This is an optimization exercise on Yosys and OpenROAD, whose aim is small area, a short achievable clock period and few clock cycles per item, not a production implementation. Only simulation tests tie the RTL to the original design; equivalence was not proved.

==> run P: inputs <==
// rgb_to_yuv_encoder
module rgb_to_yuv_encoder
#(
  parameter int NUM_GROUPS = 19200
) (
  input  logic        CLOCK_50_I,
  input  logic        reset,
  input  logic        enable,
  input  logic [15:0] SRAM_read_data,
  output logic [17:0] SRAM_address,
  output logic [15:0] SRAM_write_data,
  output logic        SRAM_we_n,
  output logic        done
);
  localparam logic [14:0] END_GROUP = 15'(NUM_GROUPS);
  logic        run_q;         
  logic        done_q;
  logic        we_n_q;
  logic        wr_ok_q;       
  logic [3:0]  slot_q;
  logic [17:0] rp_q;          
  logic [14:0] wg_q;          
  logic [17:0] addr_q;
  logic [15:0] din_q, d1_q, d2_q;     
  logic [19:0] ya_q, yb_q;            
  logic        yc_q;
  logic [9:0]  cx_q, cy_q;            
  logic        cm_q;                  
  logic [16:0] ua_q, ub_q;            
  logic        uc_q;
  logic [7:0]  uvo_q;                 
  logic        first_q;               
  logic        swap_q;                
  logic [7:0]  h1_q, h2_q;            
  logic [15:0] wd_q;                  
  logic       first_pix;
  logic [7:0] pr, pg, pb;
  logic [19:0] ya, yb;
  logic        yc;
  logic [7:0]  y_new;
  assign first_pix = first_q;
  ...
==> module y_calc_add, before the edit <==
module y_calc_add(input [19:0] ha, input [19:0] hb, input c, output [7:0] o);
  wire [19:0] sum = ha + hb + {19'd0, c};
  assign o = sum[19:12];
endmodule
==> module uv_calc_add, before the edit <==
module uv_calc_add(input [16:0] ha, input [16:0] hb, input c, output [7:0] o);
  wire [16:0] sum = ha + hb + {16'd0, c};
  assign o = sum[16:9];
endmodule
==> module rgb_to_yuv_encoder, before the edit <==
module rgb_to_yuv_encoder
#(
  parameter int NUM_GROUPS = 19200
) (
  input  logic        CLOCK_50_I,
  input  logic        reset,
  input  logic        enable,
  input  logic [15:0] SRAM_read_data,
  output logic [17:0] SRAM_address,
  output logic [15:0] SRAM_write_data,
  output logic        SRAM_we_n,
  output logic        done
);
  localparam logic [14:0] END_GROUP = 15'(NUM_GROUPS);
  logic        run_q;         
  logic        done_q;
  logic        we_n_q;
  logic        wr_ok_q;       
  logic [3:0]  slot_q;
  logic [17:0] rp_q;          
  logic [14:0] wg_q;          
  logic [17:0] addr_q;
  logic [15:0] din_q, d1_q, d2_q;     
  logic [19:0] ya_q, yb_q;            
  logic        yc_q;
  logic [9:0]  cx_q, cy_q;            
  logic        cm_q;                  
  logic [16:0] ua_q, ub_q;            
  logic        uc_q;
  logic [7:0]  uvo_q;                 
  logic        first_q;               
  logic        swap_q;                
  logic [7:0]  h1_q, h2_q;            
  logic [15:0] wd_q;                  
  logic       first_pix;
  logic [7:0] pr, pg, pb;
  logic [19:0] ya, yb;
  logic        yc;
  logic [7:0]  y_new;
  assign first_pix = first_q;
  assign pr = first_pix ? d1_q[15:8] : d1_q[7:0];
  assign pg = first_pix ? d1_q[7:0]  : din_q[15:8];
  assign pb = first_pix ? din_q[15:8] : din_q[7:0];
  y_calc_tree u_yt (.r(pr), .g(pg), .b(pb), .ha(ya), .hb(yb), .c(yc));
  y_calc_add  u_ya (.ha(ya_q), .hb(yb_q), .c(yc_q), .o(y_new));
  logic [8:0] rs, gs, bs;
  logic [9:0] f1, f2;
  logic [16:0] ua, ub;
  logic        uc;
  logic [7:0]  uv_new;
  assign rs = {1'b0, d2_q[15:8]} + {1'b0, d1_q[7:0]};
  assign gs = {1'b0, d2_q[7:0]}  + {1'b0, din_q[15:8]};
  assign bs = {1'b0, d1_q[15:8]} + {1'b0, din_q[7:0]};
  assign f1 = {1'b0, bs} - {1'b0, gs};
  assign f2 = {1'b0, gs} - {1'b0, rs};
  uv_calc_tree u_uvt (.x(cx_q), .y(cy_q), .w(cy_q ^ {10{cm_q}}), .m(cm_q), .ha(ua), .hb(ub), .c(uc));
  uv_calc_add  u_uva (.ha(ua_q), .hb(ub_q), .c(uc_q), .o(uv_new));
  logic [17:0] u_addr, v_addr;
  logic        at_end;
  logic        rd_next;      
  assign rd_next = (slot_q == 4'd9) || (slot_q == 4'd0) || (slot_q == 4'd1) ||
                   (slot_q == 4'd4) || (slot_q == 4'd5) || (slot_q == 4'd6);
  assign u_addr = U_BASE_ADDRESS + {3'd0, wg_q};
  assign v_addr = (V_BASE_ADDRESS - 18'd1) + {3'd0, wg_q};    
  assign at_end = (wg_q == END_GROUP);                        
  always_ff @(posedge CLOCK_50_I) begin
    din_q <= SRAM_read_data;
    d1_q  <= din_q;
    d2_q  <= d1_q;
    ya_q  <= ya;
    yb_q  <= yb;
    yc_q  <= yc;
    first_q <= (slot_q == 4'd3) || (slot_q == 4'd8);
    swap_q  <= (slot_q == 4'd5) || (slot_q == 4'd0);
    if (swap_q) begin
      cx_q <= ~cy_q; cy_q <= ~cx_q; cm_q <= 1'b1;
    end else begin
      cx_q <= f1;    cy_q <= f2;    cm_q <= 1'b0;
    end
    ua_q  <= ua;
    ub_q  <= ub;
    uc_q  <= uc;
    uvo_q <= uv_new;
    if (slot_q == 4'd8 || slot_q == 4'd4) h1_q <= uvo_q;
    if (slot_q == 4'd9) h2_q <= uvo_q;
    case (slot_q)
      4'd5, 4'd0: wd_q[15:8] <= y_new;
      4'd3:       wd_q[15:8] <= h1_q;
      4'd8:       wd_q[15:8] <= h2_q;
      default: ;
    endcase
    case (slot_q)
      4'd6, 4'd1: wd_q[7:0] <= y_new;
      4'd3:       wd_q[7:0] <= uvo_q;
      4'd8:       wd_q[7:0] <= h1_q;
      default: ;
    endcase
    if (run_q) begin
      slot_q  <= (slot_q == 4'd9) ? 4'd0 : slot_q + 4'd1;
      wr_ok_q <= wr_ok_q | (slot_q == 4'd9);
      wg_q    <= wg_q + {14'd0, slot_q == 4'd6};
      rp_q    <= rp_q + {17'd0, rd_next};
      case (slot_q)
        4'd2:    addr_q <= {2'd0, wg_q, 1'b1};
        4'd3:    addr_q <= u_addr;
        4'd7:    addr_q <= {2'd0, wg_q, 1'b0};
        4'd8:    addr_q <= v_addr;
        default: addr_q <= rp_q;
      endcase
    end else begin
      slot_q  <= 4'd0;
      wr_ok_q <= 1'b0;
      wg_q    <= '1;
      rp_q    <= RGB_BASE_ADDRESS + 18'd1;
      addr_q  <= RGB_BASE_ADDRESS;
    end
    if (reset) begin
      run_q  <= 1'b0;
      done_q <= 1'b0;
      we_n_q <= 1'b1;
    end else if (!run_q) begin
      we_n_q <= 1'b1;
      if (done_q) done_q <= enable;
      else        run_q  <= enable;
    end else begin
      case (slot_q)
        4'd2, 4'd3, 4'd8: we_n_q <= ~wr_ok_q;
        4'd7:             we_n_q <= at_end;
        default:          we_n_q <= 1'b1;
      endcase
      if (slot_q == 4'd9 && at_end) begin
        run_q  <= 1'b0;
        done_q <= 1'b1;
      end
    end
  end
  assign SRAM_address    = addr_q;
  assign SRAM_write_data = wd_q;
  assign SRAM_we_n       = we_n_q;
  assign done            = done_q;
endmodule
clock: 12.0 ns
lec_check: 0
cap_margin: 20
core_margin: 2
core_utilization: 40
slew_margin: 20
standard.sh (not shown) runs the stock make flow with config.mk's settings and CLKGATE_MAP_FILE= SYNTH_SCRIPT=/design/flow/synth_recipe.tcl, a recipe that flattens the netlist after the stock synthesis.
==> flow/flow/run.sh <==
#!/bin/bash
# The standard layout (standard synthesis, floorplan, placement, CTS, routing) with the
# resizer's setup-repair target tightened: repair_timing aims for this much positive slack
# against the unchanged 12 ns constraint, so it sizes and buffers the critical paths.
# The SDC, clock period, I/O delays and every other setting stay the standard flow's.
set -uo pipefail
bash standard.sh SETUP_SLACK_MARGIN=8.8 finish > standard.log 2>&1
==> run F (differences from run P) <==
--- a/flow/design.v
+++ b/flow/design.v
@@ -113,8 +113,9 @@
   assign hb = rb[23:4];
 endmodule
 module y_calc_add(input [19:0] ha, input [19:0] hb, input c, output [7:0] o);
-  wire [19:0] sum = ha + hb + {19'd0, c};
-  assign o = sum[19:12];
+  wire [13:0] low = {1'b0, ha[11:0], c} + {1'b0, hb[11:0], c};
+  wire [8:0] high = {ha[19:12], low[13]} + {hb[19:12], low[13]};
+  assign o = high[8:1];
 endmodule
 module uv_calc_tree(input [9:0] x, input [9:0] y, input [9:0] w, input m, output [16:0] ha, output [16:0] hb, output c);
   wire t1 = x[4] ^ ~x[0]; wire t2 = x[4] & ~x[0];
@@ -238,8 +239,9 @@
   assign hb = rb[24:8];
 endmodule
 module uv_calc_add(input [16:0] ha, input [16:0] hb, input c, output [7:0] o);
-  wire [16:0] sum = ha + hb + {16'd0, c};
-  assign o = sum[16:9];
+  wire [10:0] low = {1'b0, ha[8:0], c} + {1'b0, hb[8:0], c};
+  wire [8:0] high = {ha[16:9], low[10]} + {hb[16:9], low[10]};
+  assign o = high[8:1];
 endmodule
 import rgb_to_yuv_encoder_pkg::*;
 module rgb_to_yuv_encoder
@@ -255,7 +257,7 @@
   output logic        SRAM_we_n,
   output logic        done
 );
-  localparam logic [14:0] END_GROUP = 15'(NUM_GROUPS);
+  localparam logic [14:0] LAST_GROUP = 15'(NUM_GROUPS - 1);
   logic        run_q;         
   logic        done_q;
   logic        we_n_q;
@@ -265,30 +267,27 @@
   logic [14:0] wg_q;          
   logic [17:0] addr_q;
   logic [15:0] din_q, d1_q, d2_q;     
+  logic        first_q;               
   logic [19:0] ya_q, yb_q;            
   logic        yc_q;
+  logic        swap_q;                
   logic [9:0]  cx_q, cy_q;            
   logic        cm_q;                  
   logic [16:0] ua_q, ub_q;            
   logic        uc_q;
-  logic [7:0]  uvo_q;                 
-  logic        first_q;               
-  logic        swap_q;                
-  logic [7:0]  h1_q, h2_q;            
+  logic [7:0]  hu_q, hv_q;            
   logic [15:0] wd_q;                  
-  logic       first_pix;
-  logic [7:0] pr, pg, pb;
+  logic [7:0]  pr, pg, pb;
   logic [19:0] ya, yb;
   logic        yc;
   logic [7:0]  y_new;
-  assign first_pix = first_q;
-  assign pr = first_pix ? d1_q[15:8] : d1_q[7:0];
-  assign pg = first_pix ? d1_q[7:0]  : din_q[15:8];
-  assign pb = first_pix ? din_q[15:8] : din_q[7:0];
+  assign pr = first_q ? d1_q[15:8]  : d1_q[7:0];
+  assign pg = first_q ? d1_q[7:0]   : din_q[15:8];
+  assign pb = first_q ? din_q[15:8] : din_q[7:0];
   y_calc_tree u_yt (.r(pr), .g(pg), .b(pb), .ha(ya), .hb(yb), .c(yc));
   y_calc_add  u_ya (.ha(ya_q), .hb(yb_q), .c(yc_q), .o(y_new));
-  logic [8:0] rs, gs, bs;
-  logic [9:0] f1, f2;
+  logic [8:0]  rs, gs, bs;
+  logic [9:0]  f1, f2;
   logic [16:0] ua, ub;
   logic        uc;
   logic [7:0]  uv_new;
@@ -300,55 +299,53 @@
   uv_calc_tree u_uvt (.x(cx_q), .y(cy_q), .w(cy_q ^ {10{cm_q}}), .m(cm_q), .ha(ua), .hb(ub), .c(uc));
   uv_calc_add  u_uva (.ha(ua_q), .hb(ub_q), .c(uc_q), .o(uv_new));
   logic [17:0] u_addr, v_addr;
-  logic        at_end;
-  logic        rd_next;      
-  assign rd_next = (slot_q == 4'd9) || (slot_q == 4'd0) || (slot_q == 4'd1) ||
-                   (slot_q == 4'd4) || (slot_q == 4'd5) || (slot_q == 4'd6);
+  logic        rd_next;       
+  logic        last_write;
   assign u_addr = U_BASE_ADDRESS + {3'd0, wg_q};
-  assign v_addr = (V_BASE_ADDRESS - 18'd1) + {3'd0, wg_q};    
-  assign at_end = (wg_q == END_GROUP);                        
+  assign v_addr = V_BASE_ADDRESS + {3'd0, wg_q};
+  assign rd_next = (slot_q == 4'd9) || (slot_q == 4'd0) || (slot_q == 4'd1) ||
+                   (slot_q == 4'd5) || (slot_q == 4'd6) || (slot_q == 4'd7);
+  assign last_write = (slot_q == 4'd5) && (wg_q == LAST_GROUP);
   always_ff @(posedge CLOCK_50_I) begin
     din_q <= SRAM_read_data;
     d1_q  <= din_q;
     d2_q  <= d1_q;
-    ya_q  <= ya;
-    yb_q  <= yb;
-    yc_q  <= yc;
-    first_q <= (slot_q == 4'd3) || (slot_q == 4'd8);
-    swap_q  <= (slot_q == 4'd5) || (slot_q == 4'd0);
+    first_q <= (slot_q == 4'd3) || (slot_q == 4'd9);
+    ya_q    <= ya;
+    yb_q    <= yb;
+    yc_q    <= yc;
+    swap_q <= (slot_q == 4'd5) || (slot_q == 4'd1);
     if (swap_q) begin
       cx_q <= ~cy_q; cy_q <= ~cx_q; cm_q <= 1'b1;
     end else begin
       cx_q <= f1;    cy_q <= f2;    cm_q <= 1'b0;
     end
-    ua_q  <= ua;
-    ub_q  <= ub;
-    uc_q  <= uc;
-    uvo_q <= uv_new;
-    if (slot_q == 4'd8 || slot_q == 4'd4) h1_q <= uvo_q;
-    if (slot_q == 4'd9) h2_q <= uvo_q;
+    ua_q <= ua;
+    ub_q <= ub;
+    uc_q <= uc;
+    if (slot_q == 4'd7) hu_q <= uv_new;
+    if (slot_q == 4'd8) hv_q <= uv_new;
     case (slot_q)
-      4'd5, 4'd0: wd_q[15:8] <= y_new;
-      4'd3:       wd_q[15:8] <= h1_q;
-      4'd8:       wd_q[15:8] <= h2_q;
+      4'd5, 4'd1: wd_q[15:8] <= y_new;
+      4'd3:       wd_q[15:8] <= hu_q;
+      4'd4:       wd_q[15:8] <= hv_q;
       default: ;
     endcase
     case (slot_q)
-      4'd6, 4'd1: wd_q[7:0] <= y_new;
-      4'd3:       wd_q[7:0] <= uvo_q;
-      4'd8:       wd_q[7:0] <= h1_q;
+      4'd6, 4'd2: wd_q[7:0] <= y_new;
+      4'd3, 4'd4: wd_q[7:0] <= uv_new;
       default: ;
     endcase
     if (run_q) begin
       slot_q  <= (slot_q == 4'd9) ? 4'd0 : slot_q + 4'd1;
       wr_ok_q <= wr_ok_q | (slot_q == 4'd9);
-      wg_q    <= wg_q + {14'd0, slot_q == 4'd6};
+      wg_q    <= wg_q + {14'd0, slot_q == 4'd5};
       rp_q    <= rp_q + {17'd0, rd_next};
       case (slot_q)
+        4'd8:    addr_q <= {2'd0, wg_q, 1'b0};
         4'd2:    addr_q <= {2'd0, wg_q, 1'b1};
         4'd3:    addr_q <= u_addr;
-        4'd7:    addr_q <= {2'd0, wg_q, 1'b0};
-        4'd8:    addr_q <= v_addr;
+        4'd4:    addr_q <= v_addr;
         default: addr_q <= rp_q;
       endcase
     end else begin
@@ -368,11 +365,11 @@
       else        run_q  <= enable;
     end else begin
       case (slot_q)
-        4'd2, 4'd3, 4'd8: we_n_q <= ~wr_ok_q;
-        4'd7:             we_n_q <= at_end;
+        4'd8:             we_n_q <= 1'b0;
+        4'd2, 4'd3, 4'd4: we_n_q <= ~wr_ok_q;
         default:          we_n_q <= 1'b1;
       endcase
-      if (slot_q == 4'd9 && at_end) begin
+      if (last_write) begin
         run_q  <= 1'b0;
         done_q <= 1'b1;
       end
--- a/flow/flow/run.sh
+++ b/flow/flow/run.sh
@@ -4,4 +4,4 @@
 # against the unchanged 12 ns constraint, so it sizes and buffers the critical paths.
 # The SDC, clock period, I/O delays and every other setting stay the standard flow's.
 set -uo pipefail
-bash standard.sh SETUP_SLACK_MARGIN=8.8 finish > standard.log 2>&1
+bash standard.sh SETUP_SLACK_MARGIN=8.5 finish > standard.log 2>&1
Settings changed: CTS_CLUSTER_DIAMETER set to 120, CTS_CLUSTER_SIZE set to 24, SYNTH_HIERARCHICAL set to 1.
==> run E (differences from run P) <==
--- a/flow/flow/run.sh
+++ b/flow/flow/run.sh
@@ -4,4 +4,4 @@
 # against the unchanged 12 ns constraint, so it sizes and buffers the critical paths.
 # The SDC, clock period, I/O delays and every other setting stay the standard flow's.
 set -uo pipefail
-bash standard.sh SETUP_SLACK_MARGIN=8.8 finish > standard.log 2>&1
+bash standard.sh SETUP_SLACK_MARGIN=8.6 finish > standard.log 2>&1
==> run C (differences from run P) <==
--- a/flow/design.v
+++ b/flow/design.v
@@ -255,7 +255,7 @@
   output logic        SRAM_we_n,
   output logic        done
 );
-  localparam logic [14:0] END_GROUP = 15'(NUM_GROUPS);
+  localparam logic [14:0] LAST_GROUP = 15'(NUM_GROUPS - 1);
   logic        run_q;         
   logic        done_q;
   logic        we_n_q;
@@ -265,30 +265,27 @@
   logic [14:0] wg_q;          
   logic [17:0] addr_q;
   logic [15:0] din_q, d1_q, d2_q;     
+  logic        first_q;               
   logic [19:0] ya_q, yb_q;            
   logic        yc_q;
+  logic        swap_q;                
   logic [9:0]  cx_q, cy_q;            
   logic        cm_q;                  
   logic [16:0] ua_q, ub_q;            
   logic        uc_q;
-  logic [7:0]  uvo_q;                 
-  logic        first_q;               
-  logic        swap_q;                
-  logic [7:0]  h1_q, h2_q;            
+  logic [7:0]  hu_q, hv_q;            
   logic [15:0] wd_q;                  
-  logic       first_pix;
-  logic [7:0] pr, pg, pb;
+  logic [7:0]  pr, pg, pb;
   logic [19:0] ya, yb;
   logic        yc;
   logic [7:0]  y_new;
-  assign first_pix = first_q;
-  assign pr = first_pix ? d1_q[15:8] : d1_q[7:0];
-  assign pg = first_pix ? d1_q[7:0]  : din_q[15:8];
-  assign pb = first_pix ? din_q[15:8] : din_q[7:0];
+  assign pr = first_q ? d1_q[15:8]  : d1_q[7:0];
+  assign pg = first_q ? d1_q[7:0]   : din_q[15:8];
+  assign pb = first_q ? din_q[15:8] : din_q[7:0];
   y_calc_tree u_yt (.r(pr), .g(pg), .b(pb), .ha(ya), .hb(yb), .c(yc));
   y_calc_add  u_ya (.ha(ya_q), .hb(yb_q), .c(yc_q), .o(y_new));
-  logic [8:0] rs, gs, bs;
-  logic [9:0] f1, f2;
+  logic [8:0]  rs, gs, bs;
+  logic [9:0]  f1, f2;
   logic [16:0] ua, ub;
   logic        uc;
   logic [7:0]  uv_new;
@@ -300,55 +297,53 @@
   uv_calc_tree u_uvt (.x(cx_q), .y(cy_q), .w(cy_q ^ {10{cm_q}}), .m(cm_q), .ha(ua), .hb(ub), .c(uc));
   uv_calc_add  u_uva (.ha(ua_q), .hb(ub_q), .c(uc_q), .o(uv_new));
   logic [17:0] u_addr, v_addr;
-  logic        at_end;
-  logic        rd_next;      
-  assign rd_next = (slot_q == 4'd9) || (slot_q == 4'd0) || (slot_q == 4'd1) ||
-                   (slot_q == 4'd4) || (slot_q == 4'd5) || (slot_q == 4'd6);
+  logic        rd_next;       
+  logic        last_write;
   assign u_addr = U_BASE_ADDRESS + {3'd0, wg_q};
-  assign v_addr = (V_BASE_ADDRESS - 18'd1) + {3'd0, wg_q};    
-  assign at_end = (wg_q == END_GROUP);                        
+  assign v_addr = V_BASE_ADDRESS + {3'd0, wg_q};
+  assign rd_next = (slot_q == 4'd9) || (slot_q == 4'd0) || (slot_q == 4'd1) ||
+                   (slot_q == 4'd5) || (slot_q == 4'd6) || (slot_q == 4'd7);
+  assign last_write = (slot_q == 4'd5) && (wg_q == LAST_GROUP);
   always_ff @(posedge CLOCK_50_I) begin
     din_q <= SRAM_read_data;
     d1_q  <= din_q;
     d2_q  <= d1_q;
-    ya_q  <= ya;
-    yb_q  <= yb;
-    yc_q  <= yc;
-    first_q <= (slot_q == 4'd3) || (slot_q == 4'd8);
-    swap_q  <= (slot_q == 4'd5) || (slot_q == 4'd0);
+    first_q <= (slot_q == 4'd3) || (slot_q == 4'd9);
+    ya_q    <= ya;
+    yb_q    <= yb;
+    yc_q    <= yc;
+    swap_q <= (slot_q == 4'd5) || (slot_q == 4'd1);
     if (swap_q) begin
       cx_q <= ~cy_q; cy_q <= ~cx_q; cm_q <= 1'b1;
     end else begin
       cx_q <= f1;    cy_q <= f2;    cm_q <= 1'b0;
     end
-    ua_q  <= ua;
-    ub_q  <= ub;
-    uc_q  <= uc;
-    uvo_q <= uv_new;
-    if (slot_q == 4'd8 || slot_q == 4'd4) h1_q <= uvo_q;
-    if (slot_q == 4'd9) h2_q <= uvo_q;
+    ua_q <= ua;
+    ub_q <= ub;
+    uc_q <= uc;
+    if (slot_q == 4'd7) hu_q <= uv_new;
+    if (slot_q == 4'd8) hv_q <= uv_new;
     case (slot_q)
-      4'd5, 4'd0: wd_q[15:8] <= y_new;
-      4'd3:       wd_q[15:8] <= h1_q;
-      4'd8:       wd_q[15:8] <= h2_q;
+      4'd5, 4'd1: wd_q[15:8] <= y_new;
+      4'd3:       wd_q[15:8] <= hu_q;
+      4'd4:       wd_q[15:8] <= hv_q;
       default: ;
     endcase
     case (slot_q)
-      4'd6, 4'd1: wd_q[7:0] <= y_new;
-      4'd3:       wd_q[7:0] <= uvo_q;
-      4'd8:       wd_q[7:0] <= h1_q;
+      4'd6, 4'd2: wd_q[7:0] <= y_new;
+      4'd3, 4'd4: wd_q[7:0] <= uv_new;
       default: ;
     endcase
     if (run_q) begin
       slot_q  <= (slot_q == 4'd9) ? 4'd0 : slot_q + 4'd1;
       wr_ok_q <= wr_ok_q | (slot_q == 4'd9);
-      wg_q    <= wg_q + {14'd0, slot_q == 4'd6};
+      wg_q    <= wg_q + {14'd0, slot_q == 4'd5};
       rp_q    <= rp_q + {17'd0, rd_next};
       case (slot_q)
+        4'd8:    addr_q <= {2'd0, wg_q, 1'b0};
         4'd2:    addr_q <= {2'd0, wg_q, 1'b1};
         4'd3:    addr_q <= u_addr;
-        4'd7:    addr_q <= {2'd0, wg_q, 1'b0};
-        4'd8:    addr_q <= v_addr;
+        4'd4:    addr_q <= v_addr;
         default: addr_q <= rp_q;
       endcase
     end else begin
@@ -368,11 +363,11 @@
       else        run_q  <= enable;
     end else begin
       case (slot_q)
-        4'd2, 4'd3, 4'd8: we_n_q <= ~wr_ok_q;
-        4'd7:             we_n_q <= at_end;
+        4'd8:             we_n_q <= 1'b0;
+        4'd2, 4'd3, 4'd4: we_n_q <= ~wr_ok_q;
         default:          we_n_q <= 1'b1;
       endcase
-      if (slot_q == 4'd9 && at_end) begin
+      if (last_write) begin
         run_q  <= 1'b0;
         done_q <= 1'b1;
       end
--- a/flow/flow/run.sh
+++ b/flow/flow/run.sh
@@ -4,4 +4,4 @@
 # against the unchanged 12 ns constraint, so it sizes and buffers the critical paths.
 # The SDC, clock period, I/O delays and every other setting stay the standard flow's.
 set -uo pipefail
-bash standard.sh SETUP_SLACK_MARGIN=8.8 finish > standard.log 2>&1
+bash standard.sh SETUP_SLACK_MARGIN=8.5 finish > standard.log 2>&1
Settings changed: CTS_CLUSTER_DIAMETER set to 120, CTS_CLUSTER_SIZE set to 24, PLACE_DENSITY set to 0.75.
==> comparison <==
In clock-buffer cell count, run E and run P do not differ.
In critical path depth, run P and run E do not differ.
Of run C and run E, run E has the higher cell count (gap about 3.4%, measured against run E).
Between run E and run F, the lower setup slack is in run E (gap 0.0019 ns).
The lowest non-clock buffer count belongs to run F, the highest to run P.
Between run P and run F, the lower wire length is in run F (gap 13%, measured against run F).
Testbench counts of run P, summed over its fixed seeds: cycles 1,536,100, frames 8.
Testbench counts of run F, summed over its fixed seeds: cycles 1,536,068, frames 8.
Testbench counts of run E, summed over its fixed seeds: cycles 1,536,100, frames 8.
Testbench counts of run C, summed over its fixed seeds: cycles 1,536,068, frames 8.

-- re-timing with driven ports --
In the flow no input, the clock included, has a driving cell. The finished layouts below were timed again as built, in two steps.
Step 1 assumes that a clkbuf_16 drives the clock port and a buf_2 every other input.
Step 2 adds t to the input delays and takes it off the output delays; t is the mean of the earliest and latest rising clock arrival at the registers after step 1. Input paths then give back, and output paths get back, about the clock's delay inside the block.
Three values: no drivers, after step 1, after step 2; two values: the first two.
| run | t, ns | setup WS [ns] | latest minus earliest clock arrival (ns) | slew at the worst register clock pin (ns) |
|---|---|---|---|---|
| run P | 0.604 | 8.553 / 8.497 / 8.638 | 0.013 / 0.014 | 0.07 / 0.07 |
| run F | 0.544 | 8.542 / 8.491 / 8.472 | 0.014 / 0.015 | 0.10 / 0.10 |
| run E | 0.599 | 8.540 / 8.484 / 8.598 | 0.015 / 0.015 | 0.07 / 0.07 |
| run C | 0.521 | 8.496 / 8.445 / 8.486 | 0.021 / 0.022 | 0.10 / 0.10 |
After both steps every run listed still meets setup and hold. For run F, which loses most, drivers alone change the setup slack by -0.051 ns; drivers and shift together by -0.070 ns.
